Source: an optimization exercise on an open RTL-to-GDS flow (aim: small area and a short achievable clock period). Production flows keep margins and buffers that such runs may drop.
Function was checked by simulation only, so behaviour that the tests miss may differ from the original.
No activity file was given, so power comes from the tool's default toggle rates.

## design/flow/run.sh

```bash
#!/bin/bash
# synth_recipe.tcl (not shown) runs the flow's synth.tcl, then flattens the netlist and writes it again
# the make line also repeats each setting of config.mk as NAME=value (left out here)
make -C /OpenROAD-flow-scripts/flow DESIGN_CONFIG=/design/flow/config.mk WORK_HOME=/design/flow/orfs CLKGATE_MAP_FILE= SYNTH_SCRIPT=/design/flow/synth_recipe.tcl finish
```

## design/flow/config.mk

```make
export PLATFORM = sky130hd
export DESIGN_NAME = buff_writer
export DESIGN_NICKNAME = buff_writer
export VERILOG_FILES = /design/flow/design.v
export SDC_FILE = /design/flow/constraint.sdc
export NUM_CORES = 4
export LEC_CHECK = 0
export CAP_MARGIN = 20
export CORE_MARGIN = 2
export CORE_UTILIZATION = 40
export SETUP_SLACK_MARGIN = 0.4
export SLEW_MARGIN = 20
```

## design/flow/constraint.sdc

```tcl
create_clock -name core_clock -period 8.0 [get_ports {clk}]
set_input_delay 1.6000 -clock core_clock [delete_from_list [all_inputs] [get_ports {clk}]]
set_output_delay 1.6000 -clock core_clock [all_outputs]
set_load 0.01 [all_outputs]
```

## design/flow/design.v

```verilog
package buff_writer_pkg;
  localparam int          DEF_N_BYTES   = 100;
  localparam int          DEF_ADDR_W    = 13;
  localparam logic [12:0] DEF_START_LOC = 13'h800;
  localparam int          CNT_W         = 7;
  typedef enum logic [1:0] {
    IDLE  = 2'd0,
    WRITE = 2'd1,
    DONE  = 2'd2
  } state_t;
endpackage
module D_FF_Reg #(
  parameter int N_BIT = 8
) (
  input  logic             clk,
  input  logic             rst,
  input  logic             en,
  input  logic [N_BIT-1:0] d,
  output logic [N_BIT-1:0] q
);
  always_ff @(posedge clk) begin
    if (rst)     q <= '0;
    else if (en) q <= d;
  end
endmodule
module UDL_CNT #(
  parameter int N_BIT = 7
) (
  input  logic             clk,
  input  logic             rst,
  input  logic             en,
  input  logic             up,
  input  logic             load,
  input  logic [N_BIT-1:0] din,
  output logic [N_BIT-1:0] q
);
  always_ff @(posedge clk) begin
    if (rst)       q <= '0;
    else if (load) q <= din;
    else if (en)   q <= up ? q + N_BIT'(1) : q - N_BIT'(1);
  end
endmodule
module buff_writer #(
  parameter int                N_BYTES   = buff_writer_pkg::DEF_N_BYTES,
  parameter int                ADDR_W    = buff_writer_pkg::DEF_ADDR_W,
  parameter logic [ADDR_W-1:0] START_LOC = ADDR_W'(buff_writer_pkg::DEF_START_LOC)
) (
  input  logic                 clk,
  input  logic                 rst,
  input  logic                 en,
  input  logic                 trg,
  input  logic [N_BYTES*8-1:0] data_in,
  output logic [ADDR_W-1:0]    mem_addr,
  output logic [7:0]           mem_data,
  output logic                 mem_we,
  output logic                 busy,
  output logic                 done
);
  buff_writer_pkg::state_t               state, state_nxt;
  logic [N_BYTES*8-1:0] shadow;
  logic [buff_writer_pkg::CNT_W-1:0]     cnt;
  logic [7:0]           cur_byte;
  logic                 accept;
  logic                 cnt_en;
  logic                 last;
  assign accept = (state == buff_writer_pkg::IDLE) && trg && en;
  assign cnt_en = (state == buff_writer_pkg::WRITE) && en;
  assign last   = (cnt == buff_writer_pkg::CNT_W'(N_BYTES - 1));
  D_FF_Reg #(.N_BIT(N_BYTES*8)) u_shadow (
    .clk (clk),
    .rst (rst),
    .en  (accept),
    .d   (data_in),
    .q   (shadow)
  );
  UDL_CNT #(.N_BIT(buff_writer_pkg::CNT_W)) u_cnt (
    .clk  (clk),
    .rst  (rst),
    .en   (cnt_en),
    .up   (1'b1),
    .load (accept),
    .din  ('0),
    .q    (cnt)
  );
  always_ff @(posedge clk) begin
    if (rst) state <= buff_writer_pkg::IDLE;
    else     state <= state_nxt;
  end
  always_comb begin
    state_nxt = state;
    case (state)
      buff_writer_pkg::IDLE:    if (accept) state_nxt = buff_writer_pkg::WRITE;
      buff_writer_pkg::WRITE:   if (en && last) state_nxt = buff_writer_pkg::DONE;
      buff_writer_pkg::DONE:    state_nxt = buff_writer_pkg::IDLE;
      default: state_nxt = buff_writer_pkg::IDLE;
    endcase
  end
  always_comb begin
    cur_byte = '0;
    for (int i = 0; i < N_BYTES; i++) begin
      if (cnt == buff_writer_pkg::CNT_W'(i)) cur_byte = shadow[8*i +: 8];
    end
  end
  always_comb begin
    mem_we   = cnt_en;
    mem_addr = '0;
    mem_data = '0;
    busy         = (state != buff_writer_pkg::IDLE);
    done         = (state == buff_writer_pkg::DONE);
    if (cnt_en) begin
      mem_addr = START_LOC + ADDR_W'(cnt);
      mem_data = cur_byte;
    end
  end
endmodule
```

==> summary.md, run 1 <==
| Metric | Value |
|---|---|
| Status | finished clean |
| Fin. Hold Viols | 0 |
| Max_cap viols | 0 |
| Post-route DRC | 0 |
| Die Span X | 313.7 um |
| Asr flop ratio synth | 0 |
| WL met2 | between 90000 and 100000 um |
| Final net count | roughly 6700 |
| Core area | 0.09501 mm2 |
| TritonCTS Buffers | 87 |
| Share of cells above drive strength 1 | 0.05237 |
| Largest area contributor in the netlist | dfxtp_1 |
| Kind of critical path | flop to output port |
| Post-route setup TNS | 0 ps |
| Largest net degree at the start of global routing | approximately 210 |
| Yosys warnings | 3 |
| Syn Area/Cell | ~7.2 um2 |
| Row count | 113 |
| Min-delay src | u_shadow.q[292] |
| Slew @ Worst Pin | roughly 1200 ps |
| Final HPWL DP | about 160000 um |
| Min-Delay Path Depth | 2 |
| Worst setup SP type | flop |
| Number of distinct library cells after synthesis | around 100 |
| Global-route wire length before repair | 278700 um |
| Global-route usage over all layers | 0.3850 |
| GRT overflow | 0 |
| Post-route insts no fill | ~7000 |
| Layout area overhead | 30.72% |
| Met1 wire length | 78810 um |
| CP max stage delay | approximately 920 ps |
| Synth Instances | between 5000 and 6000 |
| Post-synthesis cell area | 0.03836 mm2 |
| Via count | roughly 43000 |
| Cell Pwr Density | 192.9 mW/mm2 |
| Setup bufs post-CTS | 0 |
| Clock Path Buffers | 3 |
| Core Util, Final | 0.5278 |
| CTS tree | built |
| Sink Count | 809 |
| PortBufs | around 800 |
| Fin Clk Skew | ~16 ps |
| Most frequent cells after synthesis | nand2_1 (1823), a21oi_1 (946), dfxtp_1 (809) |
| Fmax | about 130 MHz |
| H-tree lvl count | 3 |
| Flop-to-flop setup slack | between 4000 and 5000 ps |
| Crit-path max FO | 66 |
| First DRT Iteration DRCs | 5349 |
| Synth top area cells | dfxtp_1 (42%), nand2_1 (18%), a21oi_1 (12%) |
| WL final | ~200000 um |
| Slowest CP cell | nor4_1 |
| Maximum vdd drop | around 0.14 mV |
| R2r startpoint | state[1] |
| Met3 Routed Length | roughly 16000 um |
| Finished Cell Area | around 0.050 mm2 |
| Pre-CTS WS | roughly 890 ps |
| Final ANT Viol Nets | 0 |
| Final hold slack | 452.8 ps |
| Final setup violation count | 0 |
| Worst Hold Path EP | u_shadow.q[292] |
| Leak | roughly 18 nW |
| Crit path cell chain | inv_1 -> ha_4 -> and4bb_1 -> nand2_1 -> nand2_1 -> nor4_1 -> nor4_1 -> o311ai_0 -> or3_1 -> a21oi_1 -> clkdlybuf4s50_1 |
| DRT Pass-1 Iters | 6 |
| Vias per inst | a little under 6 |
| CP endpoint kind | output port |
| Hold Crit Class | flop to flop |
| Seq/Total Area, Yosys | 0.4222 |
| Slew headroom | 0.2091 |
| Slew Limit Fails | 0 |
| Final WS setup | 318.5 ps |
| Yosys top cell area share | 0.4222 |
| IO Pins | about 830 |
| CP delay by family, top | simple AND/OR/NAND/NOR gates |
| Placed Cells | 7052 |
| #FFs+latches synth | 809 |
| Initial antenna violation count | 9 |
| Number of flops mapped to enable cells by yosys | 0 |
| Root Buffer | clkbuf_16 |
| Worst Reg-to-Reg Cells | 6 |
| Reg-to-reg endpoint | u_shadow.q[118] |
| Vias in the first global route | ~40000 |
| Total power | 9.671 mW |
| Tmin final | slightly below 8000 ps |
| Wire per inst | approximately 28 um |
| Tcrit/Tclk final | 0.9602 |
| Top layer in use | met5 |
| Most common cell in the netlist | nand2_1 |
| DIE HEIGHT | 313.7 um |
| GPL Wtd Cong | 1.024 |
| Clk slew on worst S/H paths | 60 ps |
| Ys flop type | dfxtp_1 |
| WP buf/inv | 2 |
| Starting Density | 0.4037 |
| RSZ-0062 raised after global routing | yes |
| Die area | around 0.098 mm2 |
| Placed cell area | 0.04710 mm2 |
| Crit path DAT | around 6100 ps |
| Critical Path RT | approximately 6400 ps |
| Hold-fix buffers, CTS | 0 |
| Worst-Skew Late Latency | just under 700 ps |
-- state kept, by name (all words and copies together) (netlist names) --
| name | cells |
|---|---|
| u_shadow.q | 800 |
| state | 2 |
| u_cnt.q | 7 |
-- layout make-up --
cell class              count  area (um2)
well taps                1265        1583
clock buffers             123        2575
repair buffers            896        8924
fillers                  9409       44870
multi-input cells        4069       20390
diodes                      1       2.502
flip-flops and latches    809       16200
clock inverters            28       420.4
inverters                  13       48.80
-- worst max path at each step --
stage | slack (ps) | to | from | cells after the start
3_3_place_gp | 150 | mem_data[3] | u_cnt.q[1] | 12
2_1_floorplan | 2970 | mem_data[7] | en | 8
5_1_grt | 290 | mem_data[6] | u_cnt.q[0] | 11
4_1_cts | 460 | mem_data[6] | u_cnt.q[1] | 12
3_5_place_dp | 890 | mem_data[0] | u_cnt.q[0] | 11
6_report | 320 | mem_data[6] | u_cnt.q[0] | 11
-- cell families after synthesis --
| family | synth area share |
|---|---|
| buffers and inverters | 0.04958 |
| DFF | 0.4222 |
| adders and majority gates | 0.001305 |
| other | 0.00009776 |
| and+or+nand+nor | 0.2774 |
| AOI/OAI and AO/OA | 0.2472 |
| muxes | 0.001305 |
| xor gates and xnor gates | 0.0009135 |
-- layout by cell type, fill, tap and decap left out, drive strengths merged, types with 16 or more instances in the layout --
cell type and instances:
nand2b 18, dfxtp 809, a22oi 29, nand2 1830
clkbuf 123, a2111oi 33, o2111ai 28, clkinv 16
a221oi 54, nand4 29, and3 19, o22ai 54
a31oi 30, nand3 95, nor3 94, a211oi 28
o221ai 39, nor4 41, a221o 21, nor2 225
o211ai 43, buf 75, clkdlybuf4s50 821, a21oi 946
o21ai 133
-- power breakdown --
group	internal [mW]	total (mW)	switching (mW)
sequential	4.22	4.44	0.222
clock	2.53	4.26	1.73
combinational	0.501	0.971	0.470
-- tightest hold or removal path: stages, from the launching register on --
cell	delay (ps)
dfxtp_1	300
nand2_1	50
a21oi_1	50
-- what timing repair did --
action / CTS / global route
resized for setup: 5 / 8
endpoints found under the setup margin: 4 / 7
cloned: 0 / 0
-- per-layer routing --
| metal | global-route usage | up-vias |
|---|---|---|
| met5 | 0 | - |
| met4 | 0.1741 | 12 |
| li1 | - | 19633 |
| met1 | 0.4785 | 20583 |
| met2 | 0.6410 | 2148 |
| met3 | 0.07963 | 441 |
==> run 2, diff against run 1 <==
==> design/flow/design.v (replaced) <==
package buff_writer_pkg;
  localparam int          DEF_N_BYTES   = 100;
  localparam int          DEF_ADDR_W    = 13;
  localparam logic [12:0] DEF_START_LOC = 13'h800;
  localparam int          CNT_W         = 7;
  typedef enum logic [1:0] {
    IDLE  = 2'd0,
    WRITE = 2'd1,
    DONE  = 2'd2
  } state_t;
endpackage
module D_FF_Reg #(
  parameter int N_BIT = 8
) (
  input  logic             clk,
  input  logic             rst,
  input  logic             en,
  input  logic [N_BIT-1:0] d,
  output logic [N_BIT-1:0] q
);
  always_ff @(posedge clk) begin
    if (rst)     q <= '0;
    else if (en) q <= d;
  end
endmodule
module UDL_CNT #(
  parameter int N_BIT = 7
) (
  input  logic             clk,
  input  logic             rst,
  input  logic             en,
  input  logic             up,
  input  logic             load,
  input  logic [N_BIT-1:0] din,
  output logic [N_BIT-1:0] q
);
  always_ff @(posedge clk) begin
    if (rst)       q <= '0;
    else if (load) q <= din;
    else if (en)   q <= up ? q + N_BIT'(1) : q - N_BIT'(1);
  end
endmodule
module buff_writer #(
  parameter int                N_BYTES   = buff_writer_pkg::DEF_N_BYTES,
  parameter int                ADDR_W    = buff_writer_pkg::DEF_ADDR_W,
  parameter logic [ADDR_W-1:0] START_LOC = ADDR_W'(buff_writer_pkg::DEF_START_LOC)
) (
  input  logic                 clk,
  input  logic                 rst,
  input  logic                 en,
  input  logic                 trg,
  input  logic [N_BYTES*8-1:0] data_in,
  output logic [ADDR_W-1:0]    mem_addr,
  output logic [7:0]           mem_data,
  output logic                 mem_we,
  output logic                 busy,
  output logic                 done
);
  localparam int CW = buff_writer_pkg::CNT_W;
  logic                   busy_q;    
  logic                   wr_q;      
  logic                   done_q;    
  logic [CW-1:0]          cnt;       
  logic [N_BYTES*8-1:8]   shadow;    
  logic [7:0]             cur;       
  logic [7:0]             nxt_byte;  
  logic                   idle;
  logic                   accept;
  logic                   step;
  logic                   last;
  assign idle   = ~busy_q;
  assign accept = idle && trg && en;
  assign step   = wr_q && en;
  assign last   = (cnt == CW'(N_BYTES - 1));
  always_ff @(posedge clk) begin
    if (rst) begin
      busy_q <= 1'b0;
      wr_q   <= 1'b0;
      done_q <= 1'b0;
    end else begin
      busy_q <= accept || wr_q;
      wr_q   <= accept || (wr_q && !(en && last));
      done_q <= step && last;
    end
  end
  always_ff @(posedge clk) begin
    if (rst || !wr_q || (en && last)) cnt <= '0;
    else if (en)                      cnt <= cnt + CW'(1);
  end
  always_ff @(posedge clk) begin
    if (idle) shadow <= data_in[N_BYTES*8-1:8];
  end
  localparam int NG = (N_BYTES + 1) / 3;   
  logic [3*NG-1:0]        sel;
  logic [7:0]             dec_lo;
  logic [15:0]            dec_hi;
  logic [7:0][NG-1:0]     grp_n;
  always_comb begin
    for (int j = 0; j < 8; j++)  dec_lo[j] = (cnt[2:0] == 3'(j));
    for (int k = 0; k < 16; k++) dec_hi[k] = (cnt[CW-1:3] == (CW-3)'(k));
    sel = '0;
    for (int i = 0; i < N_BYTES - 1; i++) sel[i] = dec_hi[i/8] & dec_lo[i%8];
  end
  for (genvar b = 0; b < 8; b++) begin : g_bit
    for (genvar g = 0; g < NG; g++) begin : g_grp
      logic [2:0] d;
      for (genvar t = 0; t < 3; t++) begin : g_term
        if (3*g + t < N_BYTES - 1) begin : g_on
          assign d[t] = shadow[8*(3*g+t+1) + b];
        end else begin : g_off
          assign d[t] = 1'b0;
        end
      end
      buff_writer_aoi3 u_aoi (.s(sel[3*g +: 3]), .d(d), .y(grp_n[b][g]));
    end
    assign nxt_byte[b] = ~&grp_n[b];
  end
  always_ff @(posedge clk) begin
    if (rst || !wr_q) cur <= (accept && !rst) ? data_in[7:0] : 8'h00;
    else if (en)      cur <= nxt_byte;
  end
  always_comb begin
    mem_we   = step;
    mem_addr = (step ? START_LOC : '0) + (ADDR_W'(cnt) & {ADDR_W{en}});
    mem_data = cur & {8{en}};
    busy     = busy_q;
    done     = done_q;
  end
endmodule
module buff_writer_aoi3 (
  input  logic [2:0] s,
  input  logic [2:0] d,
  output logic       y
);
  assign y = ~|(s & d);
endmodule
--- a/design/flow/config.mk
+++ b/design/flow/config.mk
@@ -8,5 +8,6 @@
 export CAP_MARGIN = 20
 export CORE_MARGIN = 2
-export CORE_UTILIZATION = 40
-export SETUP_SLACK_MARGIN = 0.4
+export CORE_UTILIZATION = 55
+export SETUP_SLACK_MARGIN = 4.6
 export SLEW_MARGIN = 20
+export SYNTH_HIERARCHICAL = 1
==> run 2 against run 1 <==
Still clean on timing, DRC and antenna; area after synthesis fell by 26%; maximum frequency increased by 100%; global-route usage increased by 1.0 points; sequential share of layout area is 27 points higher; register-to-register slack lost 290 ps; sequential power up 18%; total power decreased by 1.2%; critical endpoint is now mem_addr[0]; first-iteration DRC count decreased by 20%; clock power shrank 13%.
==> summary.md, run 2 <==
| Metric | Value |
|---|---|
| Yosys warnings | 7 |
| CP endpoint kind | output port |
| Number of distinct library cells after synthesis | 35 |
| Commonest non-fill, non-tap cell in the layout | clkdlybuf4s50_1 |
| Post-route insts no fill | between 3000 and 4000 |
| PortBufs | just over 800 |
| Min-Delay Path Depth | 2 |
| Ys flop type | edfxtp_1 |
| Worst setup SP type | primary input |
| Switching Fraction | 0.2045 |
| Slew @ Worst Pin | approximately 1200 ps |
| Post-synthesis cell area | 0.02858 mm2 |
| Row count | 83 |
| First DRT Iteration DRCs | 4253 |
| Vias in the first global route | a little under 20000 |
| Kind of critical path | primary input to output port |
| Share of cells above drive strength 1 | 0.08351 |
| Largest net degree at the start of global routing | a little over 200 |
| Final HPWL DP | slightly above 80000 um |
| GPL Wtd Cong | just over 0.9 |
| Tcrit/Tclk final | 0.4794 |
| Clock share of power | 0.389 |
| Min-delay src | cnt[0] |
| Leak | between 10 and 15 nW |
| Via count | around 20000 |
| TritonCTS Buffers | 79 |
| Synth Instances | ~1400 |
| Maximum vdd drop | ~0.17 mV |
| Die area | 0.05380 mm2 |
| Tmin final | 3835 ps |
| Final hold slack | between 600 and 700 ps |
| Crit-path max FO | 5 |
| R2r startpoint | cnt[1] |
| Final setup violation count | 0 |
| Slew Limit Fails | 0 |
| Initial antenna violation count | between 60 and 70 |
| Final net count | 3104 |
| Switching power | 1.954 mW |
| #FFs+latches synth | between 800 and 900 |
| Core Util, Final | 0.7926 |
| Layout area overhead | 42.30% |
| FILL cells | 2871 |
| Max_cap viols | 0 |
| Asr flop ratio synth | 0 |
| Slew headroom | 0.2331 |
| Status | finished clean |
| Vias per inst | 6.513 |
| CTS tree | built |
| Most frequent cells after synthesis | edfxtp_1 (800), a222oi_1 (264), nor2_1 (106) |
| Root Buffer | clkbuf_16 |
| Core area | between 0.05 and 0.06 mm2 |
| RSZ-0062 raised after global routing | yes |
| Flop-to-flop setup slack | around 4600 ps |
| Die Span X | approximately 230 um |
| Fmax | around 260 MHz |
| DRT Pass-1 Iters | 10 |
| Largest reg by FF count | shadow |
| Fin. Hold Viols | 0 |
| H-tree lvl count | 3 |
| Max reg flops | around 790 |
| WL final | ~110000 um |
| Sequential Power Share | 0.547 |
| Post-route DRC | 0 |
| Clk slew on worst S/H paths | 60 ps |
| GRT overflow | 0 |
| Worst Hold Path EP | cnt[0] |
| Wire per inst | ~35 um |
| Synth top area cells | edfxtp_1 (84%), a222oi_1 (9.2%), nor2_1 (1.4%) |
| Final ANT Viol Nets | 0 |
| Clock Path Buffers | 3 |
| Largest area contributor in the netlist | edfxtp_1 |
| Global-route usage over all layers | 0.3952 |
| Most common cell in the netlist | edfxtp_1 |
| Crit path DAT | between 2000 and 2500 ps |
| Critical Path RT | about 6400 ps |
| Number of flops mapped to enable cells by yosys | 800 |
| P_int | 7.604 mW |
| Fin Clk Skew | roughly 11 ps |
| Syn Area/Cell | slightly above 20 um2 |
| Finished Cell Area | ~0.04 mm2 |
| Sink Count | between 800 and 900 |
| Logic pwr share | 0.065 |
| Seq/Total Area, Yosys | 0.8477 |
| Starting Density | 0.5570 |
| Most frequent cells in the layout | clkdlybuf4s50_1 (804), edfxtp_1 (800), a222oi_1 (264) |
| Global-route wire length before repair | ~140000 um |
| IO Pins | around 830 |
| DIE HEIGHT | between 200 and 250 um |
| Placed cell area | 0.03761 mm2 |
| Reg-to-reg endpoint | cur[6] |
| Placed Cells | between 2000 and 3000 |
| Cell Pwr Density | approximately 240 mW/mm2 |
| Worst-Skew Late Latency | 620 ps |
| Hold Crit Class | flop to flop |
| Largest regs | shadow x792, cur x8, cnt x7 |
| Yosys top cell area share | 0.8407 |
| Worst Reg-to-Reg Cells | 8 |
run 2: cell count changes after synthesis, sizes merged, moves of 78 or more:
cell | previous run | this run
o21ai | 133 | 2
nor2 | 225 | 106
nor3 | 94 | 16
a222oi | 0 | 264
edfxtp | 0 | 800
buf | 123 | 13
dfxtp | 809 | 10
clkbuf | 294 | 11
a21oi | 946 | 10
nand2 | 1830 | 24
nand3 | 95 | 14
run 2: worst max path at each step:
stage	from	endpoint	slack [ps]
after floorplan	busy_q	shadow[100]	-4650
after global placement	en	mem_addr[11]	2990
after detailed placement	en	mem_addr[11]	2980
after CTS	en	mem_addr[0]	4170
after global routing	en	mem_addr[0]	4160
final	en	mem_addr[0]	4160
run 2: final cells by class:
| cell class | instances | area (um2) | share of cell area |
|---|---|---|---|
| clock inverters | 50 | 426.7 | 0.01049 |
| inverters | 6 | 33.78 | 0.0008308 |
| flip-flops and latches | 810 | 24230 | 0.5958 |
| diodes | 60 | 150.1 | 0.003692 |
| repair buffers | 840 | 8499 | 0.2090 |
| well taps | 680 | 850.8 | 0.02092 |
| multi-input cells | 557 | 4350 | 0.1070 |
| clock buffers | 96 | 2126 | 0.05228 |
run 2: power by group through the flow:
stage / registers [mW] / clock network, mW / logic [mW]
final: 5.22 / 3.71 / 0.619
after global routing: 5.25 / 3.89 / 0.645
after CTS: 5.22 / 3.72 / 0.612
after detailed placement: 5.30 / 0 / 0.592
after global placement: 5.29 / 0 / 0.580
after floorplan: 5.39 / 0 / 0.122
run 2: critical path: stages:
cell,delay (ps)
buf_12,120
buf_12,120
buf_8,130
and2_4,140
buf_6,110
run 2: per-module statistics from Yosys (local to each module, per instance):
| module | flops+latches | area, um2 | cells inside |
|---|---|---|---|
| buff_writer | 810 | 25930 | 1129 |
| buff_writer_aoi3 | 0 | 10.01 | 1 |
run 2: cell families (layout without fill, tap and decap cells):
| family | after synthesis | in the layout | synth area share |
|---|---|---|---|
| AO/OA/AOI/OAI | 285 | 285 | 0.09707 |
| adder cells (fa/ha/maj) | 6 | 6 | 0.002627 |
| XOR/XNOR | 3 | 3 | 0.0009196 |
| other | 1 | 65 | 0.0001312 |
| AND/OR/NAND/NOR | 256 | 256 | 0.04453 |
| multiplexers | 2 | 2 | 0.0007443 |
| buffers and inverters | 30 | 992 | 0.006305 |
| flip-flops | 810 | 810 | 0.8477 |
run 2: routing by layer:
metal  wire length, um  part of all wire  track usage
met1             33890              0.31       0.4682
met2             53500              0.49       0.6348
met3             15580              0.14       0.1413
met4              5362             0.049       0.2135
met5               144            0.0013            0
run 2: stage by stage:
stage / setup TNS (ps) / setup slack (ps) / power [mW]
floorplan: -3685200 / -4653 / 5.508
CTS: 0 / 4169 / 9.553
finish: 0 / 4165 / 9.558
global route: 0 / 4163 / 9.777
detailed placement: 0 / 2980 / 5.894
global placement: 0 / 2988 / 5.873
run 2: timing repair:
item	4_1_cts	5_1_grt
setup buffers	7	0
pin swaps	2	2
hold buffers	0	0
endpoints found under the setup margin	25	25
gates resized for setup	133	10
cloned	2	0
==> run 3, diff against run 2 <==
==> design/flow/flow/run.sh (new file) <==
#!/bin/bash
# Standard ORFS layout (the standard.sh, standard synthesis unchanged),
# with the port buffers made from the smallest plain buffer instead of the
# default delay cell; every input and output port still gets its buffer.
set -euo pipefail
export BUFFER_PORTS_ARGS="-buffer_cell sky130_fd_sc_hd__buf_1"
bash standard.sh finish > standard.log 2>&1
==> design/flow/standard.sh (new file) <==
#!/bin/bash
# synth_recipe.tcl (not shown) runs the flow's synth.tcl, then flattens the netlist and writes it again
# the make line also repeats each setting of config.mk as NAME=value (left out here)
make -C /OpenROAD-flow-scripts/flow DESIGN_CONFIG=/design/flow/config.mk WORK_HOME=/design/flow/orfs CLKGATE_MAP_FILE= SYNTH_SCRIPT=/design/flow/synth_recipe.tcl "${@:-finish}"
removed: design/flow/run.sh
==> run 3 against run 2 <==
Still clean; via count about the same; cell count decreased by 0.48%; sequential power about the same; maximum frequency increased by 0.82%; non-clock buffer count decreased by 6; critical endpoint is now mem_addr[11]; worst setup slack improved by 31 ps; area after synthesis unchanged; total power decreased by 1.3%; register-to-register slack improved by 20 ps; clock power increased by 4%.
==> summary.md, run 3 <==
| Metric | Value |
|---|---|
| Slew Limit Fails | 0 |
| Final net count | 3100 |
| Share of cells above drive strength 1 | 0.07571 |
| H-tree lvl count | 3 |
| Clock Path Buffers | 3 |
| Root Buffer | clkbuf_16 |
| Slowest CP cell | and2_4 |
| PortBufs | 822 |
| Row count | 83 |
| Critical Path RT | approximately 6400 ps |
| Finished Cell Area | roughly 0.036 mm2 |
| Tcrit/Tclk final | 0.4755 |
| IO Pins | 828 |
| Cell Pwr Density | 264.6 mW/mm2 |
| Total power | about 9.4 mW |
| Final setup violation count | 0 |
| CTS tree | built |
| Tmin final | 3804 ps |
| First DRT Iteration DRCs | about 4200 |
| Fmax | 262.9 MHz |
| Hold-fix buffers, CTS | 0 |
| DRT Pass-1 Iters | 10 |
| Largest reg by FF count | shadow |
| DIE HEIGHT | ~230 um |
| Largest area contributor in the netlist | edfxtp_1 |
| Layout area overhead | 24.80% |
| Post-route DRC | 0 |
| Max reg flops | 792 |
| Worst-Skew Late Latency | 610 ps |
| Core Util, Final | 0.6952 |
| Largest regs | shadow x792, cur x8, cnt x7 |
| Most common cell in the netlist | edfxtp_1 |
| Global-route wire length before repair | about 140000 um |
| Most frequent cells after synthesis | edfxtp_1 (800), a222oi_1 (264), nor2_1 (106) |
| Slew headroom | 0.2715 |
| RSZ-0062 raised after global routing | yes |
| Number of distinct library cells after synthesis | 35 |
| Leak | about 12 nW |
| Crit path cell chain | buf_12 -> buf_12 -> and2_4 -> buf_6 |
| Starting Density | 0.5570 |
| #FFs+latches synth | 810 |
| Crit path DAT | 2200 ps |
| Largest net degree at the start of global routing | 200 |
| FILL cells | about 3600 |
| Maximum vdd drop | 0.2828 mV |
| Final ANT Viol Nets | 0 |
| Wire per inst | 34.30 um |
| Vias per inst | approximately 6.5 |
| Max_cap viols | 0 |
| Status | finished clean |
| Vias in the first global route | 19098 |
| Core area | slightly above 0.05 mm2 |
| Post-synthesis cell area | approximately 0.029 mm2 |
| Yosys top cell area share | 0.8407 |
| Worst setup SP type | primary input |
| Syn Area/Cell | just over 20 um2 |
| Clk slew on worst S/H paths | approximately 60 ps |
| Number of flops mapped to enable cells by yosys | 800 |
| GRT overflow | 0 |
| Fin Clk Skew | between 10 and 15 ps |
| Crit-path max FO | 7 |
| Commonest non-fill, non-tap cell in the layout | buf_1 |
| Sink Count | 810 |
| Die area | around 0.054 mm2 |
| Via count | a little over 20000 |
| Seq/Total Area, Yosys | 0.8477 |
| WL final | around 110000 um |
| Placed cell area | around 0.032 mm2 |
| Asr flop ratio synth | 0 |
| Synth Instances | 1393 |
| Fin. Hold Viols | 0 |
| Critical path's most frequent cell | buf_12 |
| TritonCTS Buffers | slightly above 80 |
| Die Span X | between 200 and 250 um |
| Synth top area cells | edfxtp_1 (84%), a222oi_1 (9.2%), nor2_1 (1.4%) |
| CP max stage delay | roughly 200 ps |
| Slew @ Worst Pin | between 1000 and 1500 ps |
| Yosys warnings | 7 |
| Ys flop type | edfxtp_1 |
| Initial antenna violation count | roughly 70 |
| Most frequent cells in the layout | buf_1 (804), edfxtp_1 (800), a222oi_1 (264) |
| GPL Wtd Cong | 0.9750 |
| Final HPWL DP | approximately 80000 um |
| Hold Crit Class | flop to flop |
| Kind of critical path | primary input to output port |
| CP endpoint kind | output port |
| Global-route usage over all layers | 0.3853 |
==> run 3: kinds of logic (layout without fill, tap and decap cells) <==
logic type	Yosys count	after routing	synth area share
xor+xnor	3	3	0.0009196
simple gates	256	256	0.04453
fa+ha+maj	6	6	0.002627
compound gates	285	285	0.09707
mux	2	2	0.0007443
other cells	1	58	0.0001312
buf+inv	30	984	0.006305
flops	810	810	0.8477
==> run 3: worst paths after layout <==
check          from  slack [ps]  cells after the start      endpoint
max reg2reg  cnt[0]        4600                      9        cur[7]
min reg2reg  cnt[2]         630                      1        done_q
min          cnt[2]         630                      1        done_q
max              en        4200                      4  mem_addr[11]
==> run 3: power by group <==
part           leakage, nW  switching (mW)  internal (mW)
logic                 2.35           0.244          0.128
registers             8.33           0.131           5.10
clock network         1.29            1.57           2.26
total                 12.0            1.95           7.49
==> run 3: final cells by class <==
class | count | area, um2 | share of cell area
Sequential cell | 810 | 24230 | 0.6794
Multi-Input combinational cell | 557 | 4380 | 0.1228
Timing Repair Buffer | 834 | 3388 | 0.09501
Clock buffer | 106 | 2248 | 0.06305
Tap cell | 680 | 850.8 | 0.02386
Clock inverter | 38 | 400.4 | 0.01123
Antenna cell | 53 | 132.6 | 0.003719
Inverter | 6 | 33.78 | 0.0009473
==> run 3: per-module statistics from Yosys, one instance, submodules excluded <==
module / flip-flops and latches / times used / area [um2]
buff_writer_aoi3: 0 / 264 / 10.01
buff_writer: 810 / 1 / 25930
==> run 3: metal layers <==
layer,vias to the layer above,routed length (um),track usage
li1,8169,-,-
met1,9917,34980,0.4791
met2,1809,51940,0.6187
met3,255,14150,0.1250
met4,34,4491,0.1781
met5,-,215,0
==> run 3: critical path: cells and delay by family <==
kind	cells	cell delay, ps
buffers and inverters	3	400
and+or+nand+nor	1	200
==> run 3: timing repair <==
item	CTS	global route
pin swaps	2	5
cloned	2	0
hold endpoints to repair	0	0
setup buffers	1	0
setup endpoints to repair	25	25
resized for setup	72	15
==> run 3: metrics by stage <==
step | worst slack [ps] | TNS (ps) | std cells | hold WS (ps)
CTS | 4205 | 0 | 3030 | 603.4
finish | 4196 | 0 | 3084 | 626.8
global route | 4216 | 0 | 3069 | 630.1
global placement | 3765 | 0 | 2883 | 657.6
floorplan | -4653 | -3685200 | 1397 | 552.1
detailed placement | 3756 | 0 | 2883 | 668.9
==> run 4, diff against run 3 <==
--- a/design/flow/config.mk
+++ b/design/flow/config.mk
@@ -9,4 +9,5 @@
 export CORE_MARGIN = 2
 export CORE_UTILIZATION = 55
+export CTS_BUF_LIST = sky130_fd_sc_hd__clkbuf_4
 export SETUP_SLACK_MARGIN = 4.6
 export SLEW_MARGIN = 20
==> run 4 against run 3 <==
Via count increased by 2.8%; worst setup slack improved by 11 ps; die area unchanged; clock skew increased by 44 ps; cell area decreased by 0.56%; utilization decreased by 0.39 points; critical endpoint unchanged; total power decreased by 4.9%.
==> summary.md, run 4 <==
| Metric | Value |
|---|---|
| Final WS setup | about 4200 ps |
| Main combinational cell family by area after synthesis | compound AO/OA/AOI/OAI gates |
| Max reg flops | between 700 and 800 |
| Most frequent cells after synthesis | edfxtp_1 (800), a222oi_1 (264), nor2_1 (106) |
| Global-route usage over all layers | 0.3916 |
| Synth top area cells | edfxtp_1 (84%), a222oi_1 (9.2%), nor2_1 (1.4%) |
| Asr flop ratio synth | 0 |
| CTS tree | built |
| Synth Instances | between 1000 and 1500 |
| Via count | 20759 |
| Synth Area in Compound Gates | 0.09707 |
| Hold-fix buffers, CTS | 0 |
| Crit-path max FO | 7 |
| Critical Path RT | ~6400 ps |
| Starting Density | 0.5570 |
| Largest area contributor in the netlist | edfxtp_1 |
| Final ANT Viol Nets | 0 |
| Fin. Hold Viols | 0 |
| GPL Wtd Cong | 0.9750 |
| H-tree lvl count | 4 |
| Number of flops mapped to enable cells by yosys | 800 |
| Seq/Total Area, Yosys | 0.8477 |
| Largest regs | shadow x792, cur x8, cnt x7 |
| CP endpoint kind | output port |
| Logic pwr share | 0.041 |
| Global-route wire length before repair | 143000 um |
| Sink Count | approximately 800 |
| Vias in the first global route | about 20000 |
| Commonest non-fill, non-tap cell in the layout | buf_1 |
| Status | finished clean |
| Die area | ~0.054 mm2 |
| Final net count | between 3000 and 4000 |
| Switching power | 2.023 mW |
| Kind of critical path | primary input to output port |
| Placed Cells | between 2000 and 3000 |
| Total power | 8.975 mW |
| Tcrit/Tclk final | 0.4742 |
| Post-synthesis cell area | 0.02858 mm2 |
| IO Pins | 828 |
| Max_cap viols | 0 |
| Yosys top cell area share | 0.8407 |
| Largest net degree at the start of global routing | 200 |
| Switching Fraction | 0.2255 |
| Worst setup SP type | primary input |
| Clk slew on worst S/H paths | around 60 ps |
| Final HPWL DP | about 81000 um |
| WL final | approximately 110000 um |
| Root Buffer | clkbuf_4 |
| Number of distinct library cells after synthesis | 35 |
| Synth Area in Simple Gates | 0.04453 |
| Final setup violation count | 0 |
| Fmax | 263.6 MHz |
| Die Span X | around 230 um |
| DIE HEIGHT | approximately 230 um |
| Initial antenna violation count | 56 |
| Post-route insts no fill | 3279 |
| Tmin final | ~3800 ps |
| Pre-CTS WS | around 3800 ps |
| Post-synthesis mux area share | 0.0007443 |
| Sequential Power Share | 0.583 |
| GRT overflow | 0 |
| Hold Crit Class | flop to flop |
| Most frequent cells in the layout | buf_1 (803), edfxtp_1 (800), clkbuf_4 (285) |
| Crit path DAT | 2190 ps |
| Syn Area/Cell | approximately 20 um2 |
| Cell Pwr Density | about 250 mW/mm2 |
| #FFs+latches synth | 810 |
| P_int | approximately 7 mW |
| First DRT Iteration DRCs | 4151 |
| Post-Synth XOR/XNOR Area | 0.0009195 |
| Post-route setup TNS | 0 ps |
| Worst-Skew Late Latency | approximately 1100 ps |
| Yosys warnings | 7 |
| Fin Clk Skew | 57.21 ps |
| Adder-cell area share of the yosys netlist | 0.002627 |
| Slew Limit Fails | 0 |
| Ys flop type | edfxtp_1 |
| Core area | 0.05130 mm2 |
| Slew @ Worst Pin | around 1200 ps |
| Post-route DRC | 0 |
| Final hold slack | ~620 ps |
| TritonCTS Buffers | 201 |
| DRT Pass-1 Iters | 10 |
| Largest reg by FF count | shadow |
| PortBufs | between 800 and 900 |
| RSZ-0062 raised after global routing | yes |
| Vias per inst | about 6.3 |
| Share of cells above drive strength 1 | 0.1490 |
| Wire per inst | approximately 32 um |
| Layout area overhead | 24.10% |
| Row count | 83 |
| Clock share of power | 0.376 |
| Leak | about 12 nW |
| Clock Path Buffers | 3 |
| Slew headroom | 0.2074 |
| Maximum vdd drop | ~0.15 mV |
| Most common cell in the netlist | edfxtp_1 |
run 4: changes by cell type in the layout (fill, tap and decap cells not counted), sizes merged:
cell,change
bufinv,-6
diode,-4
inv,+4
clkinv,+20
clkbuf,+179
clkinvlp,+2
run 4: stage by stage:
step | cell area (um2) | utilization
final | 35460 | 0.6913
after global routing | 35410 | 0.6903
after CTS | 35250 | 0.6871
after detailed placement | 32470 | 0.6330
after global placement | 32470 | 0.6330
after floorplan | 28600 | -
run 4: timing repair:
item	4_1_cts	5_1_grt
endpoints found under the setup margin	26	25
endpoints found under the hold margin	0	0
resized for setup	74	15
pin swaps	2	5
setup buffers	1	0
gates cloned	2	0
run 4: cell type report:
type	count	area, um2
Sequential cell	810	24230
Fill cell	3722	15840
Multi-Input combinational cell	557	4377
Timing Repair Buffer	834	3390
Clock buffer	285	2140
Tap cell	680	850.8
Clock inverter	58	320.3
Antenna cell	49	122.6
Inverter	6	33.78
run 4: per-layer routing:
metal | share of wire | global-route usage | vias up
li1 | - | - | 8515
met1 | 0.33 | 0.4784 | 10071
met2 | 0.49 | 0.6252 | 1853
met3 | 0.14 | 0.1332 | 282
met4 | 0.041 | 0.1985 | 38
met5 | 0.0023 | 0 | -
run 4: logic make-up (layout without fill, tap and decap cells):
group           count (synthesis)  in the layout
other cells                     1             54
simple gates                  256            256
buf+inv                        30           1183
mux                             2              2
xor+xnor                        3              3
fa+ha+maj                       6              6
compound gates                285            285
flops                         810            810
run 4: modules after synthesis (local to each module, per instance):
module / flip-flops and latches / copies in the design / cells inside
buff_writer: 810 / 1 / 1129
buff_writer_aoi3: 0 / 264 / 1
run 4: path summary, 6_finish.rpt:
path           from      endpoint  slack [ps]  cells after the start
max              en  mem_addr[11]        4210                      4
min          cnt[2]        done_q         620                      1
max reg2reg  cnt[0]        cur[7]        4590                      9
min reg2reg  cnt[2]        done_q         620                      1
run 4: power by group through the flow:
stage / registers, mW / clock network (mW) / logic, mW
global placement: 5.31 / 0 / 0.333
floorplan: 5.39 / 0 / 0.122
finish: 5.23 / 3.38 / 0.369
global route: 5.25 / 3.62 / 0.394
CTS: 5.22 / 3.40 / 0.360
detailed placement: 5.31 / 0 / 0.344
run 4: critical path, cell delays in order:
cell	delay (ps)
buf_12	110
buf_12	150
and2_4	200
buf_6	130
==> run 5, diff against run 4 <==
==> design/flow/flow/run.sh (replaced) <==
#!/bin/bash
# Standard ORFS layout (the standard.sh, standard synthesis unchanged),
# with the port buffers made from the smallest plain buffer instead of the
# default delay cell (every input and output port still gets its buffer),
# and the control and write-port pins kept together (flow/io.tcl).
set -euo pipefail
export BUFFER_PORTS_ARGS="-buffer_cell sky130_fd_sc_hd__buf_1"
export IO_CONSTRAINTS="$PWD/flow/io.tcl"
bash standard.sh finish > standard.log 2>&1
==> design/flow/flow/io.tcl (new file) <==
# Keep the write port, en and the status pins together on one edge, with en
# in the middle of the outputs it gates, so the en -> output paths are short.
set_io_pin_constraint -group -order -region bottom:* -pin_names {
  mem_data[0] mem_data[1] mem_data[2] mem_data[3]
  mem_data[4] mem_data[5] mem_data[6] mem_data[7]
  en mem_we
  mem_addr[11] mem_addr[0] mem_addr[1] mem_addr[2] mem_addr[3]
  mem_addr[4] mem_addr[5] mem_addr[6]
}
set_io_pin_constraint -group -order -region bottom:* -pin_names {
  busy done trg rst
  mem_addr[7] mem_addr[8] mem_addr[9] mem_addr[10] mem_addr[12]
}
==> run 5 against run 4 <==
Total power grew 1.4%; critical path depth shrank 1; worst hold slack lost 6.9 ps; clock power grew 4%; first-iteration DRC count grew 0.58%; critical path type unchanged; largest cell class unchanged; largest power group unchanged.
==> summary.md, run 5 <==
| Metric | Value |
|---|---|
| Status | finished clean |
| Synth top area cells | edfxtp_1 (84%), a222oi_1 (9.2%), nor2_1 (1.4%) |
| Placed Cells | just under 3000 |
| Final ANT Viol Nets | 0 |
| Largest net degree at the start of global routing | between 200 and 250 |
| Final hold slack | approximately 600 ps |
| Die area | 0.05380 mm2 |
| Post-route insts no fill | roughly 3300 |
| Pre-CTS WS | roughly 3700 ps |
| Global-route wire length before repair | about 140000 um |
| Ys flop type | edfxtp_1 |
| Largest regs | shadow x792, cur x8, cnt x7 |
| Slew @ Worst Pin | ~1100 ps |
| Fmax | between 200 and 300 MHz |
| Sink Count | between 800 and 900 |
| Largest reg by FF count | shadow |
| First DRT Iteration DRCs | about 4200 |
| GPL Wtd Cong | around 1.0 |
| Post-synthesis cell area | between 0.02 and 0.03 mm2 |
| Row count | 83 |
| Placed cell area | between 0.03 and 0.04 mm2 |
| Final setup violation count | 0 |
| Die Span X | approximately 230 um |
| Number of flops mapped to enable cells by yosys | 800 |
| Fin Clk Skew | around 33 ps |
| Post-route DRC | 0 |
| Asr flop ratio synth | 0 |
| Worst Reg-to-Reg Cells | 8 |
| Seq/Total Area, Yosys | 0.8477 |
| GRT overflow | 0 |
| Hold-fix buffers, CTS | 0 |
| Min-Delay Path Depth | 2 |
| Most frequent cells after synthesis | edfxtp_1 (800), a222oi_1 (264), nor2_1 (106) |
| Kind of critical path | primary input to output port |
| Syn Area/Cell | between 20 and 25 um2 |
| FILL cells | about 3700 |
| Hold Crit Class | flop to flop |
| Slew headroom | 0.2418 |
| Crit-path max FO | 7 |
| PortBufs | about 800 |
| Total power | a little over 9 mW |
| Layout area overhead | 24.51% |
| Final HPWL DP | roughly 81000 um |
| TritonCTS Buffers | 200 |
| Yosys top cell area share | 0.8407 |
| Commonest non-fill, non-tap cell in the layout | buf_1 |
| Core Util, Final | 0.6936 |
| Critical Path RT | 6400 ps |
| Largest area contributor in the netlist | edfxtp_1 |
| WL final | 106900 um |
| IO Pins | approximately 830 |
| Tmin final | 3574 ps |
| DRT Pass-1 Iters | 10 |
| Wire per inst | between 30 and 40 um |
| Leak | ~12 nW |
| CTS tree | built |
| Cell Pwr Density | approximately 260 mW/mm2 |
| DIE HEIGHT | approximately 230 um |
| Initial antenna violation count | 53 |
| Post-route setup TNS | 0 ps |
| Global-route usage over all layers | 0.3891 |
| #FFs+latches synth | just over 800 |
| Root Buffer | clkbuf_4 |
| Synth Instances | 1393 |
| Clock Path Buffers | 3 |
| Vias per inst | about 6.3 |
| CP endpoint kind | output port |
| Fin. Hold Viols | 0 |
| Most frequent cells in the layout | buf_1 (803), edfxtp_1 (800), clkbuf_4 (304) |
| Slew Limit Fails | 0 |
| Number of distinct library cells after synthesis | 35 |
| Worst setup SP type | primary input |
| Yosys warnings | 7 |
| Crit path DAT | a little under 2000 ps |
| Worst-Skew Late Latency | 1050 ps |
| H-tree lvl count | 4 |
| Most common cell in the netlist | edfxtp_1 |
| Share of cells above drive strength 1 | 0.1543 |
| Vias in the first global route | 20117 |
| Final WS setup | 4426 ps |
| RSZ-0062 raised after global routing | yes |
| Final net count | between 3000 and 4000 |
| Finished Cell Area | around 0.036 mm2 |
| Starting Density | 0.5570 |
| Maximum vdd drop | 0.1608 mV |
| Max_cap viols | 0 |
| Clk slew on worst S/H paths | 60 ps |
| Max reg flops | 792 |
| Via count | 20746 |
| Core area | 0.05130 mm2 |
| Tcrit/Tclk final | 0.4468 |
run 5: where the power goes:
| part | internal [mW] | switching [mW] |
|---|---|---|
| Combinational | 0.128 | 0.247 |
| Sequential | 5.10 | 0.128 |
| Clock | 1.85 | 1.65 |
| Total | 7.07 | 2.03 |
run 5: repair_timing:
item                       in CTS  in global routing
pin swaps                       3                  3
setup endpoints to repair      26                 25
buffers inserted                1                  3
gates resized for setup        78                 11
cloned                          2                  0
run 5: cells by family (layout without fill, tap and decap cells):
family	Yosys count	in the layout	share of synthesized area
DFF	810	810	0.8477
AOI/OAI and AO/OA	285	285	0.09707
and+or+nand+nor	256	256	0.04453
buffers and inverters	30	1200	0.006305
adders and majority gates	6	6	0.002627
xor gates and xnor gates	3	3	0.0009196
muxes	2	2	0.0007443
other	1	46	0.0001312
run 5: layout make-up:
| cell class | count | area [um2] | area share |
|---|---|---|---|
| inverters | 6 | 33.78 | 0.0009495 |
| flip-flops and latches | 810 | 24230 | 0.6810 |
| repair buffers | 838 | 3430 | 0.09639 |
| clock inverters | 52 | 304.0 | 0.008545 |
| diodes | 41 | 102.6 | 0.002884 |
| multi-input cells | 557 | 4347 | 0.1222 |
| clock buffers | 304 | 2282 | 0.06414 |
| well taps | 680 | 850.8 | 0.02391 |
run 5: worst paths after layout:
| kind | startpoint | end | slack (ps) |
|---|---|---|---|
| max reg2reg | cnt[0] | cur[0] | 4590 |
| max | en | mem_addr[11] | 4430 |
| min | cnt[5] | cnt[5] | 620 |
| min reg2reg | cnt[5] | cnt[5] | 620 |
run 5: per-module statistics from Yosys (local to each module, per instance):
module | area [um2] | cells inside
buff_writer | 25930 | 1129
buff_writer_aoi3 | 10.01 | 1
run 5: critical path, cell delays in order:
cell and delay [ps]:
buf_12 110, and2_4 140, buf_6 120
run 5: routing by layer:
layer	track usage	vias to the layer above	routed length (um)
met5	0	-	208
li1	-	8514	-
met2	0.6181	1869	52000
met3	0.1286	285	14130
met1	0.4748	10046	35360
met4	0.2113	32	5254
==> run 6, diff against run 5 <==
==> design/flow/flow/run.sh (replaced) <==
#!/bin/bash
# Standard ORFS layout (the standard.sh, standard synthesis unchanged),
# with:
#  - the port buffers made from the smallest plain buffer instead of the
#    default delay cell (every input and output port still gets its buffer);
#  - the control and write-port pins kept together (flow/io.tcl);
#  - a clock tree of small buffers in clusters of up to 8 flip-flops,
#    without dummy balancing loads.
set -euo pipefail
export BUFFER_PORTS_ARGS="-buffer_cell sky130_fd_sc_hd__buf_1"
export IO_CONSTRAINTS="$PWD/flow/io.tcl"
export CTS_ARGS="-sink_clustering_enable -repair_clock_nets -sink_clustering_size 8 -sink_clustering_max_diameter 30 -buf_list sky130_fd_sc_hd__clkbuf_4 -dont_use_dummy_load"
bash standard.sh finish > standard.log 2>&1
--- a/design/flow/config.mk
+++ b/design/flow/config.mk
@@ -9,5 +9,4 @@
 export CORE_MARGIN = 2
 export CORE_UTILIZATION = 55
-export CTS_BUF_LIST = sky130_fd_sc_hd__clkbuf_4
 export SETUP_SLACK_MARGIN = 4.6
 export SLEW_MARGIN = 20
==> run 6 against run 5 <==
Clock skew up 24 ps; sequential share of layout area rose by 2.9 points; critical path depth is the same; maximum frequency barely moved; worst hold slack worse by 3.6 ps; wire length shrank 1.5%; count of clock-buffer cells in the layout is 154 lower; first-iteration DRC count is 2.5% lower; sequential power is essentially flat; critical endpoint is now mem_addr[2]; largest cell class unchanged.
==> summary.md, run 6 <==
| Metric | Value |
|---|---|
| Status | finished clean |
| Fin. Hold Viols | 0 |
| GPL Wtd Cong | roughly 1.0 |
| Min-delay src | cnt[5] |
| Commonest non-fill, non-tap cell in the layout | buf_1 |
| Final net count | between 3000 and 4000 |
| Largest reg by FF count | shadow |
| CP max stage delay | roughly 150 ps |
| Number of flops mapped to enable cells by yosys | 800 |
| Slew headroom | 0.1896 |
| Asr flop ratio synth | 0 |
| FILL cells | around 3800 |
| Number of distinct library cells after synthesis | 35 |
| Largest regs | shadow x792, cur x8, cnt x7 |
| Crit path cell chain | buf_12 -> and2_4 -> buf_6 |
| Max reg flops | 792 |
| Ys flop type | edfxtp_1 |
| Slew Limit Fails | 0 |
| Final hold slack | 614.4 ps |
| Hold Crit Class | flop to flop |
| CTS tree | built |
| Final HPWL DP | 80990 um |
| Slew @ Worst Pin | around 1200 ps |
| Crit path DAT | roughly 2000 ps |
| Global-route usage over all layers | 0.3841 |
| Worst setup SP type | primary input |
| Sequential Power Share | 0.669 |
| Most frequent cells after synthesis | edfxtp_1 (800), a222oi_1 (264), nor2_1 (106) |
| Switching Fraction | 0.2212 |
| Cell Pwr Density | 228.8 mW/mm2 |
| Pre-CTS WS | about 3700 ps |
| Die area | ~0.054 mm2 |
| Final WS setup | 4427 ps |
| H-tree lvl count | 4 |
| Root Buffer | clkbuf_4 |
| Seq/Total Area, Yosys | 0.8477 |
| Synth top area cells | edfxtp_1 (84%), a222oi_1 (9.2%), nor2_1 (1.4%) |
| P_int | between 6 and 7 mW |
| Crit. Startpoint | en |
| CP endpoint kind | output port |
| Starting Density | 0.5570 |
| Yosys top cell area share | 0.8407 |
| DRT Pass-1 Iters | 10 |
| Clock share of power | 0.283 |
| PortBufs | 822 |
| Largest net degree at the start of global routing | roughly 200 |
| Most frequent cells in the layout | buf_1 (804), edfxtp_1 (800), a222oi_1 (264) |
| Clk slew on worst S/H paths | 70 ps |
| Via count | slightly above 20000 |
| Final setup violation count | 0 |
| Tcrit/Tclk final | 0.4466 |
| TritonCTS Buffers | 150 |
| Logic pwr share | 0.048 |
| Initial antenna violation count | 47 |
| Post-route DRC | 0 |
| Total power | just under 8 mW |
| WL final | 105400 um |
| Synth Instances | 1393 |
| Clock Path Buffers | 3 |
| Kind of critical path | primary input to output port |
| #FFs+latches synth | 810 |
| Worst-Skew Late Latency | a little over 1000 ps |
| RSZ-0062 raised after global routing | yes |
| Layout area overhead | 19.36% |
| Die Span X | 231.9 um |
| Core area | around 0.05 mm2 |
| First DRT Iteration DRCs | between 4000 and 5000 |
| Fin Clk Skew | between 50 and 60 ps |
| Vias per inst | 6.542 |
| Most common cell in the netlist | edfxtp_1 |
| Global-route wire length before repair | around 140000 um |
| Final ANT Viol Nets | 0 |
| Slowest CP cell | and2_4 |
| Crit-path max FO | 7 |
| Switching power | 1.726 mW |
| Sink Count | between 800 and 900 |
| Post-synthesis cell area | ~0.029 mm2 |
| DIE HEIGHT | approximately 230 um |
| Yosys warnings | 7 |
| R2r startpoint | cnt[0] |
| Fmax | roughly 280 MHz |
| GRT overflow | 0 |
| Largest area contributor in the netlist | edfxtp_1 |
| Hold-fix buffers, CTS | 0 |
| Tmin final | 3573 ps |
| Critical Path RT | between 6000 and 7000 ps |
| Row count | just over 80 |
| Syn Area/Cell | about 21 um2 |
| Leak | 11.37 nW |
| Wire per inst | about 34 um |
| Max_cap viols | 0 |
| IO Pins | 828 |
| Maximum vdd drop | 0.1506 mV |
| Vias in the first global route | 19432 |
| Share of cells above drive strength 1 | 0.09784 |
## run 6: cell counts after synthesis
Identical to the previous run, type by type.
## run 6: cells by family after synthesis
family | Yosys count | synth area share
buffers and inverters | 30 | 0.006305
adder cells (fa/ha/maj) | 6 | 0.002627
AO/OA/AOI/OAI | 285 | 0.09707
multiplexers | 2 | 0.0007443
flip-flops | 810 | 0.8477
AND/OR/NAND/NOR | 256 | 0.04453
other | 1 | 0.0001312
XOR/XNOR | 3 | 0.0009196
## run 6: final timing paths
check             slack, ps  cells past startpoint           to
setup / recovery       4430                      3  mem_addr[2]
hold / removal          610                      2       cnt[5]
setup reg to reg       4570                      8       cur[0]
hold reg to reg         610                      2       cnt[5]
## run 6: final cells by class
class | count | area [um2] | area share
sequential | 810 | 24230 | 0.7104
antenna | 36 | 90.09 | 0.002641
inverter | 6 | 33.78 | 0.0009904
tap | 680 | 850.8 | 0.02494
timing repair buffer | 838 | 3428 | 0.1005
clock buffer | 150 | 1126 | 0.03301
multi-input combinational | 557 | 4349 | 0.1275
## run 6: modules after synthesis, one instance, submodules excluded
module,times used,cell area (um2),cells
buff_writer,1,25930,1129
buff_writer_aoi3,264,10.01,1
## run 6: power by group through the flow
stage                     Sequential (mW)  Combinational, mW  Clock (mW)
after floorplan                      5.39              0.122           0
after global placement               5.30              0.340           0
after detailed placement             5.31              0.347           0
after CTS                            5.22              0.363        2.23
after global routing                 5.24              0.397        2.42
final                                5.22              0.373        2.21
## run 6: metrics by stage
stage,cells,TNS [ps],utilization,instance area (um2)
after floorplan,1397,-3685200,-,28600
after global placement,2885,0,0.6330,32470
after detailed placement,2885,0,0.6330,32470
after CTS,3038,0,0.6610,33910
after global routing,3069,0,0.6645,34090
final,3077,0,0.6649,34110
## run 6: what timing repair did
action	in CTS	in global routing
pin swaps	3	4
gates resized for setup	77	12
setup endpoints to repair	25	23
cloned	2	0
buffers inserted	1	3
## run 6: layer usage
layer,vias up,track usage,wire length [um]
li1,8271,-,-
met2,1768,0.6138,51500
met3,297,0.1228,13580
met5,-,0,264
met1,9757,0.4712,34930
met4,36,0.2015,5096
## run 6: worst max-delay path, delay by kind of cell
kind,cells,cell delay [ps]
buffers and inverters,2,220
and+or+nand+nor,1,150
==> run 7, diff against run 6 <==
--- a/design/flow/config.mk
+++ b/design/flow/config.mk
@@ -9,5 +9,5 @@
 export CORE_MARGIN = 2
 export CORE_UTILIZATION = 55
-export SETUP_SLACK_MARGIN = 4.6
+export SETUP_SLACK_MARGIN = 5
 export SLEW_MARGIN = 20
 export SYNTH_HIERARCHICAL = 1
==> run 7 against run 6 <==
Sequential power about the same; critical path depth unchanged; wire length increased by 0.42%; first-iteration DRC count decreased by 1.4%; worst setup slack got worse by 1.0 ps; clock power about the same; critical path type unchanged; critical endpoint unchanged.
==> summary.md, run 7 <==
| Metric | Value |
|---|---|
| Largest reg by FF count | shadow |
| Fin. Hold Viols | 0 |
| Flop-to-flop setup slack | approximately 4900 ps |
| H-tree lvl count | 4 |
| Yosys warnings | 7 |
| Final hold slack | ~600 ps |
| Sink Count | 810 |
| Switching Fraction | 0.2220 |
| Final setup violation count | 0 |
| Most frequent cells after synthesis | edfxtp_1 (800), a222oi_1 (264), nor2_1 (106) |
| Core Util, Final | 0.6720 |
| DIE HEIGHT | ~230 um |
| Final HPWL DP | 80990 um |
| Commonest non-fill, non-tap cell in the layout | buf_1 |
| Largest regs | shadow x792, cur x8, cnt x7 |
| Max_cap viols | 0 |
| Global-route usage over all layers | 0.3850 |
| Total power | just under 8 mW |
| Root Buffer | clkbuf_4 |
| Placed Cells | 2885 |
| Number of flops mapped to enable cells by yosys | 800 |
| Number of distinct library cells after synthesis | 35 |
| P_int | 6.081 mW |
| Worst setup SP type | primary input |
| Max reg flops | 792 |
| GPL Wtd Cong | 0.9986 |
| IO Pins | roughly 830 |
| Maximum vdd drop | about 0.15 mV |
| Slew @ Worst Pin | roughly 1100 ps |
| Tcrit/Tclk final | 0.4467 |
| Via count | ~20000 |
| Core area | around 0.051 mm2 |
| Sequential Power Share | 0.668 |
| Leak | 11.51 nW |
| Most common cell in the netlist | edfxtp_1 |
| Seq/Total Area, Yosys | 0.8477 |
| Share of cells above drive strength 1 | 0.1199 |
| Kind of critical path | primary input to output port |
| Tmin final | about 3600 ps |
| Clk slew on worst S/H paths | around 60 ps |
| Worst Hold Path EP | cnt[0] |
| R2r startpoint | cnt[2] |
| Crit-path max FO | 7 |
| Clock share of power | 0.284 |
| Die Span X | about 230 um |
| DRT Pass-1 Iters | 11 |
| Worst Reg-to-Reg Cells | 10 |
| Fmax | 279.8 MHz |
| PortBufs | approximately 800 |
| Clock Path Buffers | 3 |
| Post-route insts no fill | 3100 |
| Critical Path RT | about 6400 ps |
| FF+latch area | ~0.024 mm2 |
| Ys flop type | edfxtp_1 |
| Row count | 83 |
| Synth top area cells | edfxtp_1 (84%), a222oi_1 (9.2%), nor2_1 (1.4%) |
| First DRT Iteration DRCs | around 4000 |
| Post-synthesis cell area | 0.02858 mm2 |
| Min-delay src | cnt[0] |
| Final net count | 3189 |
| Crit path DAT | slightly below 2000 ps |
| Die area | between 0.05 and 0.06 mm2 |
| CTS tree | built |
| Layout area overhead | 20.64% |
| Hold Crit Class | flop to flop |
| Final ANT Viol Nets | 0 |
| Slew headroom | 0.2454 |
| GRT overflow | 0 |
| Vias in the first global route | roughly 20000 |
| Most frequent cells in the layout | buf_1 (802), edfxtp_1 (800), a222oi_1 (264) |
| Status | finished clean |
| Fin Clk Skew | about 56 ps |
| Starting Density | 0.5570 |
| Asr flop ratio synth | 0 |
| Cell Pwr Density | about 230 mW/mm2 |
| Multi-input gate area | about 0.0045 mm2 |
| Global-route wire length before repair | approximately 140000 um |
| FILL cells | roughly 3700 |
| Largest area contributor in the netlist | edfxtp_1 |
| Post-route DRC | 0 |
| Slew Limit Fails | 0 |
| RSZ-0062 raised after global routing | yes |
| Worst-Skew Late Latency | approximately 1000 ps |
| WL final | roughly 110000 um |
| Largest net degree at the start of global routing | between 200 and 250 |
| Reg-to-reg endpoint | cur[3] |
| Hold-fix buffers, CTS | 0 |
| Min-Delay Path Depth | 2 |
| Synth Instances | 1393 |
| Vias per inst | between 6 and 7 |
| CP endpoint kind | output port |
| Switching power | approximately 1.7 mW |
| Wire per inst | 34.13 um |
| Yosys top cell area share | 0.8407 |
| TritonCTS Buffers | 150 |
| #FFs+latches synth | 810 |
| Syn Area/Cell | 20.51 um2 |
| Logic pwr share | 0.049 |
| Initial antenna violation count | 48 |
run 7: cell counts after synthesis:
No cell type changed its count.
run 7: logic make-up after synthesis:
| family | synth area share |
|---|---|
| AO/OA/AOI/OAI | 0.09707 |
| flip-flops | 0.8477 |
| other | 0.0001312 |
| multiplexers | 0.0007443 |
| buffers and inverters | 0.006305 |
| AND/OR/NAND/NOR | 0.04453 |
| adder cells (fa/ha/maj) | 0.002627 |
| XOR/XNOR | 0.0009196 |
run 7: final cells by class:
class                           instances  share of cell area
Sequential cell                       810              0.7031
Clock buffer                          150             0.03266
Tap cell                              680             0.02468
Inverter                                6            0.001089
Antenna cell                           43            0.003121
Timing Repair Buffer                  854              0.1044
Multi-Input combinational cell        557              0.1309
run 7: worst max-delay path, cell delays in order:
cell	delay, ps
buf_12	110
and2_4	150
buf_6	110
run 7: through the flow:
step / TNS [ps] / area, um2 / setup slack [ps]
finish: 0 / 34480 / 4426
global route: 0 / 34440 / 4423
CTS: 0 / 34140 / 4434
detailed placement: 0 / 32470 / 3734
global placement: 0 / 32470 / 3808
floorplan: -3685200 / 28600 / -4653
run 7: per-layer routing:
layer	vias up	track usage	wire (um)
met2	1781	0.6172	51970
li1	8300	-	-
met5	-	0	199
met4	32	0.2025	4831
met1	9882	0.4704	34730
met3	281	0.1229	14070
run 7: timing repair:
| action | in CTS | in global routing |
|---|---|---|
| setup buffers | 7 | 13 |
| pin swaps | 25 | 34 |
| endpoints found under the setup margin | 56 | 27 |
| cloned | 2 | 0 |
| resized for setup | 115 | 27 |
run 7: worst max path at each step:
| stage | start | end | slack, ps | cells past startpoint |
|---|---|---|---|---|
| floorplan | busy_q | shadow[100] | -4650 | 1 |
| global placement | en | mem_addr[3] | 3810 | 3 |
| detailed placement | en | mem_addr[3] | 3730 | 3 |
| CTS | en | mem_addr[2] | 4430 | 3 |
| global route | en | mem_addr[2] | 4420 | 3 |
| finish | en | mem_addr[2] | 4430 | 3 |
run 7: per-module statistics from Yosys, one instance, submodules excluded:
module | area [um2] | cells
buff_writer_aoi3 | 10.01 | 1
buff_writer | 25930 | 1129
run 7: power groups by stage:
| stage | clock, mW | combinational (mW) | sequential, mW |
|---|---|---|---|
| finish | 2.22 | 0.379 | 5.22 |
| global route | 2.41 | 0.402 | 5.24 |
| CTS | 2.23 | 0.368 | 5.22 |
| detailed placement | 0 | 0.347 | 5.31 |
| global placement | 0 | 0.340 | 5.30 |
| floorplan | 0 | 0.122 | 5.39 |
==> run 8, diff against run 7 <==
--- a/design/flow/config.mk
+++ b/design/flow/config.mk
@@ -9,5 +9,5 @@
 export CORE_MARGIN = 2
 export CORE_UTILIZATION = 55
-export SETUP_SLACK_MARGIN = 5
+export SETUP_SLACK_MARGIN = 4.45
 export SLEW_MARGIN = 20
 export SYNTH_HIERARCHICAL = 1
==> run 8 against run 7 <==
Still clean; wire length shrank 0.34%; utilization shrank 0.85 points; register-to-register slack lost 520 ps; global-route usage shrank 0.077 points; synthesized cell count is the same; first-iteration DRC count grew 6.9%; critical path depth grew 5; cell area shrank 1.3%; count of clock-buffer cells in the layout is the same; total power shrank 0.25%; worst setup slack lost 21 ps; critical path type is now flop to flop; critical endpoint is now cur[7].
==> summary.md, run 8 <==
| Metric | Value |
|---|---|
| Status | finished clean |
| Most common cell in the netlist | edfxtp_1 |
| Worst-Skew Late Latency | approximately 1000 ps |
| Most frequent cells after synthesis | edfxtp_1 (800), a222oi_1 (264), nor2_1 (106) |
| Die area | approximately 0.054 mm2 |
| Slew Limit Fails | 0 |
| Final HPWL DP | between 80000 and 90000 um |
| FILL cells | 3764 |
| Largest reg by FF count | shadow |
| Post-synthesis cell area | ~0.029 mm2 |
| Global-route usage over all layers | 0.3842 |
| Clk slew on worst S/H paths | roughly 70 ps |
| Maximum vdd drop | between 0.15 and 0.2 mV |
| Post-route insts no fill | approximately 3100 |
| Syn Area/Cell | roughly 21 um2 |
| Slowest CP cell | a222oi_1 |
| Asr flop ratio synth | 0 |
| Initial antenna violation count | 47 |
| Max reg flops | just under 800 |
| Placed Cells | a little under 3000 |
| Vias in the first global route | 19411 |
| Seq/Total Area, Yosys | 0.8477 |
| Crit path cell chain | inv_1 -> ha_1 -> nand2_2 -> nor2_1 -> a222oi_1 -> nand4_1 -> nor4_2 -> a31oi_1 |
| Tmin final | 3595 ps |
| GPL Wtd Cong | 0.9986 |
| Final net count | ~3200 |
| Sink Count | 810 |
| Fin. Hold Viols | 0 |
| H-tree lvl count | 4 |
| Number of distinct library cells after synthesis | 35 |
| RSZ-0062 raised after global routing | yes |
| Crit-path max FO | 13 |
| Clock Path Buffers | 3 |
| PortBufs | 822 |
| Crit path DAT | 4300 ps |
| Yosys warnings | 7 |
| Row count | 83 |
| Worst setup SP type | flop |
| Fin Clk Skew | ~58 ps |
| Share of cells above drive strength 1 | 0.09584 |
| Vias per inst | about 6.5 |
| DIE HEIGHT | between 200 and 250 um |
| CP endpoint kind | flop |
| Most frequent cells in the layout | buf_1 (804), edfxtp_1 (800), a222oi_1 (264) |
| Starting Density | 0.5570 |
| #FFs+latches synth | slightly above 800 |
| Final setup violation count | 0 |
| Root Buffer | clkbuf_4 |
| Hold-fix buffers, CTS | 0 |
| Leak | between 10 and 15 nW |
| Global-route wire length before repair | 139900 um |
| Layout area overhead | 19.12% |
| Max_cap viols | 0 |
| Core area | around 0.051 mm2 |
| Yosys top cell area share | 0.8407 |
| Slew headroom | 0.2633 |
| IO Pins | 828 |
| Largest regs | shadow x792, cur x8, cnt x7 |
| Critical Path RT | 8700 ps |
| CTS tree | built |
| Number of flops mapped to enable cells by yosys | 800 |
| Post-route DRC | 0 |
| WL final | between 100000 and 150000 um |
| Largest net degree at the start of global routing | approximately 200 |
| Kind of critical path | flop to flop |
| First DRT Iteration DRCs | between 4000 and 5000 |
| DRT Pass-1 Iters | 10 |
| Final ANT Viol Nets | 0 |
| CP delay by family, top | simple AND/OR/NAND/NOR gates |
| Die Span X | around 230 um |
| Commonest non-fill, non-tap cell in the layout | buf_1 |
| Wire per inst | between 30 and 40 um |
| Tcrit/Tclk final | 0.4494 |
| CP max stage delay | between 700 and 800 ps |
| WP buf/inv | 1 |
| Via count | about 20000 |
| Synth top area cells | edfxtp_1 (84%), a222oi_1 (9.2%), nor2_1 (1.4%) |
| Ys flop type | edfxtp_1 |
| Largest area contributor in the netlist | edfxtp_1 |
| TritonCTS Buffers | 150 |
| Fmax | ~280 MHz |
| Synth Instances | between 1000 and 1500 |
| Hold Crit Class | flop to flop |
| Slew @ Worst Pin | approximately 1100 ps |
| Post-route setup TNS | 0 ps |
| Cell Pwr Density | approximately 230 mW/mm2 |
| GRT overflow | 0 |
-- run 8: changes by cell type in the layout (fill, tap and decap cells not counted), sizes merged --
cell,before,now
buf,854,834
inv,2,3
diode,43,46
clkbuf,150,151
clkinvlp,4,3
-- run 8: kinds of logic after synthesis --
family,Yosys count,synth area share
multiplexers,2,0.0007443
buffers and inverters,30,0.006305
XOR/XNOR,3,0.0009196
flip-flops,810,0.8477
other,1,0.0001312
adder cells (fa/ha/maj),6,0.002627
AO/OA/AOI/OAI,285,0.09707
AND/OR/NAND/NOR,256,0.04453
-- run 8: modules after synthesis (local to each module, per instance) --
module	flip-flops and latches	copies in the design
buff_writer	810	1
buff_writer_aoi3	0	264
-- run 8: layout make-up --
type / instances / area, um2 / share of cell area
Tap cell: 680 / 850.8 / 0.02500
Sequential cell: 810 / 24230 / 0.7119
Clock buffer: 150 / 1126 / 0.03308
Inverter: 6 / 33.78 / 0.0009925
Multi-Input combinational cell: 557 / 4289 / 0.1260
Antenna cell: 46 / 115.1 / 0.003382
Timing Repair Buffer: 835 / 3393 / 0.09969
-- run 8: timing repair --
item	CTS	global route
setup buffers	1	0
endpoints found under the setup margin	25	21
gates cloned	2	0
gates resized for setup	68	13
pin swaps	0	1
-- run 8: metrics by stage --
step	instance area [um2]	utilization	hold WS, ps	setup slack, ps	total power [mW]
floorplan	28600	-	552.1	-4653	5.508
global placement	32470	0.6330	614.4	3808	5.643
detailed placement	32470	0.6330	639.3	3734	5.654
CTS	33880	0.6605	618.4	4400	7.809
global route	34000	0.6627	646.9	4419	8.058
finish	34040	0.6635	617.2	4405	7.797
-- run 8: worst reg2reg max path: cells and delay by family, from the launching register on --
kind,cells,cell delay (ps)
AOI/OAI and AO/OA,2,840
adders and majority gates,1,250
DFF,1,490
buffers and inverters,1,110
and+or+nand+nor,4,1630
-- run 8: worst paths after layout --
path	start	endpoint	slack (ps)	cells past startpoint
max reg2reg	cnt[0]	cur[7]	4410	8
min	cnt[6]	cnt[6]	620	2
min reg2reg	cnt[6]	cnt[6]	620	2
max	cnt[0]	cur[7]	4410	8
-- run 8: power breakdown --
group	total (mW)	internal [mW]	switching [mW]
Sequential	5.22	5.09	0.128
Clock	2.20	0.857	1.35
Combinational	0.370	0.125	0.245
-- run 8: metal layers --
metal / up-vias / part of all wire / GRT usage
met3: 261 / 0.13 / 0.1214
met2: 1744 / 0.49 / 0.6144
met5: - / 0.0016 / 0
met4: 26 / 0.046 / 0.2025
li1: 8264 / - / -
met1: 9856 / 0.33 / 0.4717

Check on run 8: ideal ports give 4.405 ns setup slack; a clkbuf_16 on the clock port and buf_2 on the inputs give 4.216 ns; moving port delays by the midpoint clock arrival (1.032 ns) as well gives 4.216 ns.
